What follows belongs to an exercise in optimizing a design on an open flow for small area and few clock cycles; a production flow would make more cautious choices.
Where RTL was checked, it was by simulation tests only, not by an equivalence proof against the original.
Power is estimated from default activity; no workload was simulated.

==> trial 91: inputs <==
==> flow/design.v <==
module pipeline (
    input  logic        clock,
    input  logic        reset,
    input  logic [31:0] mem_rdata,
    output logic [1:0]  mem_command,
    output logic [31:0] mem_addr,
    output logic [31:0] mem_wdata,
    output logic        commit_valid,
    output logic        commit_wr_en,
    output logic [4:0]  commit_wr_idx,
    output logic [31:0] commit_wr_data,
    output logic [31:0] commit_npc,
    output logic [31:0] commit_inst
);
    logic [31:0] rf [1:31];  
    logic [31:0] ir;
    logic        e_valid;
    logic [31:0] m_inst;
    logic [31:0] m_result;   
    logic [31:0] m_wdata;    
    logic        m_valid;
    logic        m_wr;       
    logic        m_load;     
    logic        m_store;
    logic [31:2] m_npc;      
    logic [6:0] opcode;
    logic [2:0] funct3;
    logic [6:0] funct7;
    logic [4:0] rd, rs1, rs2;
    logic       is_reg, is_imm, is_load, is_store;
    assign opcode = ir[6:0];
    assign rd     = ir[11:7];
    assign funct3 = ir[14:12];
    assign rs1    = ir[19:15];
    assign rs2    = ir[24:20];
    assign funct7 = ir[31:25];
    always_comb begin
        is_reg = 1'b0;
        if (opcode == 7'b0110011) begin
            case ({funct7, funct3})
                {7'b0000000, 3'b000},
                {7'b0100000, 3'b000},
                {7'b0000000, 3'b111},
                {7'b0000000, 3'b110},
                {7'b0000000, 3'b100}: is_reg = 1'b1;
                default: ;
            endcase
        end
    end
    assign is_imm   = (opcode == 7'b0010011) && (funct3 == 3'b000);
    assign is_load  = (opcode == 7'b0000011) && (funct3 == 3'b010);
    assign is_store = (opcode == 7'b0100011) && (funct3 == 3'b010);
    logic b_is_reg;    
    logic s_imm;       
    logic op_sub;      
    logic op_logic;    
    assign b_is_reg = ir[5] && ir[4];
    assign s_imm    = ir[5];
    assign op_sub   = b_is_reg && ir[30];
    assign op_logic = ir[14];
    logic rd_nz;
    assign rd_nz = (rd != 5'd0);
    logic [4:0]  m_rd;
    logic [31:0] m_value;      
    logic        m_data;       
    logic [31:0] rs1_value, rs2_value;
    logic [31:0] imm;
    logic [31:0] operand_b;
    logic [31:0] sum;
    logic [31:0] alu_result;
    assign m_rd    = m_inst[11:7];
    assign m_value = m_load ? mem_rdata : m_result;
    assign m_data  = m_load || m_store;
    logic [3:0] rs1_hi, rs2_hi;
    logic [7:0] rs1_lo, rs2_lo;
    logic       fwd1, fwd2;     
    logic [31:0] rs1_read, rs2_read;
    always_comb begin
        rs1_read = '0;
        rs2_read = '0;
        for (int i = 1; i < 32; i++) begin
            rs1_read = rs1_read | ({32{rs1_hi[i / 8] && rs1_lo[i % 8]}} & rf[i]);
            rs2_read = rs2_read | ({32{rs2_hi[i / 8] && rs2_lo[i % 8]}} & rf[i]);
        end
    end
    assign rs1_value = rs1_read | ({32{fwd1}} & m_value);
    assign rs2_value = rs2_read | ({32{fwd2}} & m_value);
    assign imm = {{21{ir[31]}}, ir[30:25], s_imm ? ir[11:7] : ir[24:20]};
    assign operand_b = b_is_reg ? rs2_value : imm;
    logic [31:0] adder_b;
    assign adder_b = operand_b ^ {32{op_sub}};
    assign sum = rs1_value + adder_b + {31'd0, op_sub};
    always_comb begin
        case ({op_logic, funct3[1:0]})
            3'b111:  alu_result = rs1_value & adder_b;
            3'b110:  alu_result = rs1_value | adder_b;
            3'b100:  alu_result = rs1_value ^ adder_b;
            default: alu_result = sum;
        endcase
    end
    logic [31:2] npc_next;
    assign npc_next = m_npc + 30'd1;
    always_ff @(posedge clock) begin
        if (reset) begin
            e_valid <= 1'b0;
            m_valid <= 1'b0;
            m_wr    <= 1'b0;
            m_load  <= 1'b0;
            m_store <= 1'b0;
            m_npc   <= '0;
        end else begin
            e_valid <= !m_data;    
            m_valid <= e_valid;
            m_wr    <= m_wr_next;
            m_load  <= e_valid && rd_nz && is_load;   
            m_store <= e_valid && is_store;
            if (e_valid) m_npc <= npc_next;
        end
    end
    logic m_wr_next;
    assign m_wr_next = e_valid && rd_nz && (is_reg || is_imm || is_load);
    logic fwd1_next, fwd2_next;
    assign fwd1_next = m_wr_next && (rd == mem_rdata[19:15]);
    assign fwd2_next = m_wr_next && (rd == mem_rdata[24:20]);
    function automatic logic [3:0] onehot4(input logic [1:0] v);
        onehot4 = 4'd1 << v;
    endfunction
    function automatic logic [7:0] onehot8(input logic [2:0] v);
        onehot8 = 8'd1 << v;
    endfunction
    always_ff @(posedge clock) begin
        rs1_hi   <= fwd1_next ? 4'd0 : onehot4(mem_rdata[19:18]);
        rs1_lo   <= onehot8(mem_rdata[17:15]);
        rs2_hi   <= fwd2_next ? 4'd0 : onehot4(mem_rdata[24:23]);
        rs2_lo   <= onehot8(mem_rdata[22:20]);
        fwd1     <= fwd1_next;
        fwd2     <= fwd2_next;
        ir       <= mem_rdata;
        m_inst   <= ir;
        m_result <= alu_result;
        m_wdata  <= rs2_value;
    end
    logic [31:0] rf_wdata;
    assign rf_wdata = reset ? 32'd0 : m_value;
    always_ff @(posedge clock) begin
        for (int i = 1; i < 32; i++) begin
            if (reset || (m_wr && (m_rd == 5'(i)))) rf[i] <= rf_wdata;
        end
    end
    assign mem_command = m_store ? 2'd2 : 2'd1;
    assign mem_addr    = m_data  ? m_result
                       : e_valid ? {npc_next, 2'b00} : {m_npc, 2'b00};
    assign mem_wdata   = m_wdata;
    assign commit_valid   = m_valid;
    assign commit_wr_en   = m_wr;
    assign commit_wr_idx  = m_rd;
    assign commit_wr_data = m_value;
    assign commit_npc     = {m_npc, 2'b00};
    assign commit_inst    = m_inst;
endmodule
==> flow/flow/run.sh <==
#!/bin/bash
# The standard layout, with the smallest buffer on the ports and a clock
# tree of fewer, larger sink clusters without dummy loads.
set -euo pipefail
export BUFFER_PORTS_ARGS="-buffer_cell sky130_fd_sc_hd__buf_1"
export CTS_ARGS="-sink_clustering_enable -repair_clock_nets -dont_use_dummy_load -sink_clustering_size 20 -sink_clustering_max_diameter 80"
bash standard.sh > flow.log 2>&1
==> flow/standard.sh <==
#!/bin/bash
# synth_recipe.tcl (not shown) runs the flow's synth.tcl, then flattens the netlist and writes it again
# the make line also repeats each setting of config.mk as NAME=value (left out here)
make -C /OpenROAD-flow-scripts/flow DESIGN_CONFIG=/design/flow/config.mk WORK_HOME=/design/flow/orfs CLKGATE_MAP_FILE= SYNTH_SCRIPT=/design/flow/synth_recipe.tcl "${@:-finish}"
==> flow/config.mk <==
export PLATFORM = sky130hd
export DESIGN_NAME = pipeline
export DESIGN_NICKNAME = pipeline
export VERILOG_FILES = /design/flow/design.v
export SDC_FILE = /design/flow/constraint.sdc
export NUM_CORES = 4
export LEC_CHECK = 0
export CAP_MARGIN = 10
export CORE_MARGIN = 2
export CORE_UTILIZATION = 40
export SETUP_SLACK_MARGIN = 0.2
export SLEW_MARGIN = 10
==> flow/constraint.sdc <==
create_clock -name core_clock -period 5.5 [get_ports {clock}]
set_input_delay 1.1000 -clock core_clock [delete_from_list [all_inputs] [get_ports {clock}]]
set_output_delay 1.1000 -clock core_clock [all_outputs]
set_load 0.01 [all_outputs]
==> inputs of trial 53, as changes to trial 91 <==
==> flow/design.v, changed modules only <==
module pipeline (
    input  logic        clock,
    input  logic        reset,
    input  logic [31:0] mem_rdata,
    output logic [1:0]  mem_command,
    output logic [31:0] mem_addr,
    output logic [31:0] mem_wdata,
    output logic        commit_valid,
    output logic        commit_wr_en,
    output logic [4:0]  commit_wr_idx,
    output logic [31:0] commit_wr_data,
    output logic [31:0] commit_npc,
    output logic [31:0] commit_inst
);
    logic [31:0] rf [1:31];  
    logic [31:0] ir;
    logic        e_valid;
    logic [31:0] m_inst;
    logic [31:0] m_result;   
    logic [31:0] m_wdata;    
    logic        m_valid;
    logic        m_wr;       
    logic        m_load;     
    logic        m_store;
    logic [31:2] m_npc;      
    logic [6:0] opcode;
    logic [2:0] funct3;
    logic [6:0] funct7;
    logic [4:0] rd, rs1, rs2;
    logic       is_reg, is_imm, is_load, is_store;
    logic       op_sub, op_and, op_or, op_xor;
    assign opcode = ir[6:0];
    assign rd     = ir[11:7];
    assign funct3 = ir[14:12];
    assign rs1    = ir[19:15];
    assign rs2    = ir[24:20];
    assign funct7 = ir[31:25];
    always_comb begin
        is_reg = 1'b0;
        op_sub = 1'b0;
        op_and = 1'b0;
        op_or  = 1'b0;
        op_xor = 1'b0;
        if (opcode == 7'b0110011) begin
            case ({funct7, funct3})
                {7'b0000000, 3'b000}: is_reg = 1'b1;
                {7'b0100000, 3'b000}: begin is_reg = 1'b1; op_sub = 1'b1; end
                {7'b0000000, 3'b111}: begin is_reg = 1'b1; op_and = 1'b1; end
                {7'b0000000, 3'b110}: begin is_reg = 1'b1; op_or  = 1'b1; end
                {7'b0000000, 3'b100}: begin is_reg = 1'b1; op_xor = 1'b1; end
                default: ;
            endcase
        end
    end
    assign is_imm   = (opcode == 7'b0010011) && (funct3 == 3'b000);
    assign is_load  = (opcode == 7'b0000011) && (funct3 == 3'b010);
    assign is_store = (opcode == 7'b0100011) && (funct3 == 3'b010);
    logic rd_nz;
    assign rd_nz = (rd != 5'd0);
    logic [4:0]  m_rd;
    logic [31:0] m_value;      
    logic        m_data;       
    logic [31:0] rs1_value, rs2_value;
    logic [31:0] imm;
    logic [31:0] operand_b;
    logic [31:0] sum;
    logic [31:0] alu_result;
    assign m_rd    = m_inst[11:7];
    assign m_value = m_load ? mem_rdata : m_result;
    assign m_data  = m_load || m_store;
    always_comb begin
        rs1_value = '0;
        rs2_value = '0;
        for (int i = 1; i < 32; i++) begin
            if (rs1 == 5'(i)) rs1_value = rf[i];
            if (rs2 == 5'(i)) rs2_value = rf[i];
        end
        if (m_wr && (m_rd == rs1)) rs1_value = m_value;
        if (m_wr && (m_rd == rs2)) rs2_value = m_value;
    end
    assign imm = is_store ? {{20{ir[31]}}, ir[31:25], ir[11:7]}
                          : {{20{ir[31]}}, ir[31:20]};
    assign operand_b = is_reg ? rs2_value : imm;
    assign sum = rs1_value + (op_sub ? ~operand_b : operand_b) + {31'd0, op_sub};
    always_comb begin
        if (op_and)      alu_result = rs1_value & rs2_value;
        else if (op_or)  alu_result = rs1_value | rs2_value;
        else if (op_xor) alu_result = rs1_value ^ rs2_value;
        else             alu_result = sum;
    end
    logic [31:2] npc_next;
    assign npc_next = m_npc + 30'd1;
    always_ff @(posedge clock) begin
        if (reset) begin
            e_valid <= 1'b0;
            m_valid <= 1'b0;
            m_wr    <= 1'b0;
            m_load  <= 1'b0;
            m_store <= 1'b0;
            m_npc   <= '0;
        end else begin
            e_valid <= !m_data;    
            m_valid <= e_valid;
            m_wr    <= e_valid && rd_nz && (is_reg || is_imm || is_load);
            m_load  <= e_valid && rd_nz && is_load;   
            m_store <= e_valid && is_store;
            if (e_valid) m_npc <= npc_next;
        end
    end
    always_ff @(posedge clock) begin
        ir       <= mem_rdata;
        m_inst   <= ir;
        m_result <= alu_result;
        m_wdata  <= rs2_value;
    end
    logic [31:0] rf_wdata;
    assign rf_wdata = reset ? 32'd0 : m_value;
    always_ff @(posedge clock) begin
        for (int i = 1; i < 32; i++) begin
            if (reset || (m_wr && (m_rd == 5'(i)))) rf[i] <= rf_wdata;
        end
    end
    assign mem_command = m_store ? 2'd2 : 2'd1;
    assign mem_addr    = m_data  ? m_result
                       : e_valid ? {npc_next, 2'b00} : {m_npc, 2'b00};
    assign mem_wdata   = m_wdata;
    assign commit_valid   = m_valid;
    assign commit_wr_en   = m_wr;
    assign commit_wr_idx  = m_rd;
    assign commit_wr_data = m_value;
    assign commit_npc     = {m_npc, 2'b00};
    assign commit_inst    = m_inst;
endmodule
==> flow/run.sh (new file) <==
#!/bin/bash
# synth_recipe.tcl (not shown) runs the flow's synth.tcl, then flattens the netlist and writes it again
# the make line also repeats each setting of config.mk as NAME=value (left out here)
make -C /OpenROAD-flow-scripts/flow DESIGN_CONFIG=/design/flow/config.mk WORK_HOME=/design/flow/orfs CLKGATE_MAP_FILE= SYNTH_SCRIPT=/design/flow/synth_recipe.tcl finish
Settings changed: CAP_MARGIN 10 to 20, SETUP_SLACK_MARGIN 0.2 to not set, SLEW_MARGIN 10 to 20.
removed: flow/flow/run.sh
removed: flow/standard.sh
==> qor summary <==
| metric | trial 53 | trial 91 |
|---|---|---|
| Run status | finished with violations | no timing/DRC/antenna violations |
| Violated checks | setup timing | - |
| Source of the worst register-to-register timing path | ir[17] | rs2_lo[3] |
| Register Area | 0.0331 mm^2 | 0.0336 mm^2 |
| Portion of the post-synthesis area used by sequential elements | 0.624 | 0.659 |
| Power share of the clock group | 0.316 | 0.234 |
| Core ar. | 0.131 mm^2 | 0.126 mm^2 |
| Share of power burned in combinational logic | 0.213 | 0.191 |
| Design Power | 27.2 mW | 22.3 mW |
| Average cell area after synthesis | 12.3 um^2 | 13.2 um^2 |
| Iteration-0 DRC count of the detailed router | 9,597 | 11,500 |
| Minimum clock period after layout | 5.60 ns | 5.29 ns |
| Total wire length after detailed routing | 281 mm | 255 mm |
| Final core utilization | 0.519 | 0.455 |
| Non-Filler Cell Area, Final | 0.0682 mm^2 | 0.0573 mm^2 |
| Sum of routed wire segments on met1 | 96.3 mm | 83.3 mm |
| Compound-gate portion of the synthesized area | 0.193 | 0.189 |
| Slowest-stage cell, CP | sky130_fd_sc_hd__dfxtp_2 | sky130_fd_sc_hd__a222oi_1 |
| HPWL Detailed | 192 mm | 154 mm |
| Total routing usage reported by global routing | 0.401 | 0.377 |
| Number of buffer and inverter stages on the critical path | 6 | 3 |
| CP Max Fanout | 21 | 12 |
| Proportion of synthesized area in mux cells | 0.0206 | 0.00876 |
| Tap cell instance count | 1,755 | 1,650 |
| Area share of xor/xnor cells in the synthesized design | 0.0137 | 0.0158 |
Testbench counts of trial 91, summed over its fixed seeds: cycles 33,162.
No functional check of the RTL was part of trial 53.

separate check: timing with driven ports:
In the flow no input, the clock included, has a driving cell. The finished layouts below were timed again as built, in two steps. Step 1 (the two cells are an assumption about what drives the block):
set clk [get_ports {clock}]
set_driving_cell -lib_cell sky130_fd_sc_hd__clkbuf_16 $clk
set_driving_cell -lib_cell sky130_fd_sc_hd__buf_2 [delete_from_list [all_inputs] $clk]
Step 2 also shifts input and output timing later by t, the mid clock arrival at the registers, as if the neighbouring blocks saw the same clock. Three values: ideal ports, drivers, drivers and shift; two values: the first two.
run | t (ns) | setup WS [ns] | cell pins on the clock port's net
trial 91 | 0.743 | 0.206 / 0.206 / 0.027 | 1
trial 53 | 0.837 | -0.095 / -0.095 / -0.095 | 1
The setup slack of trial 91, which loses most, moves by 0.000 ns with the drivers and by -0.179 ns with both steps.
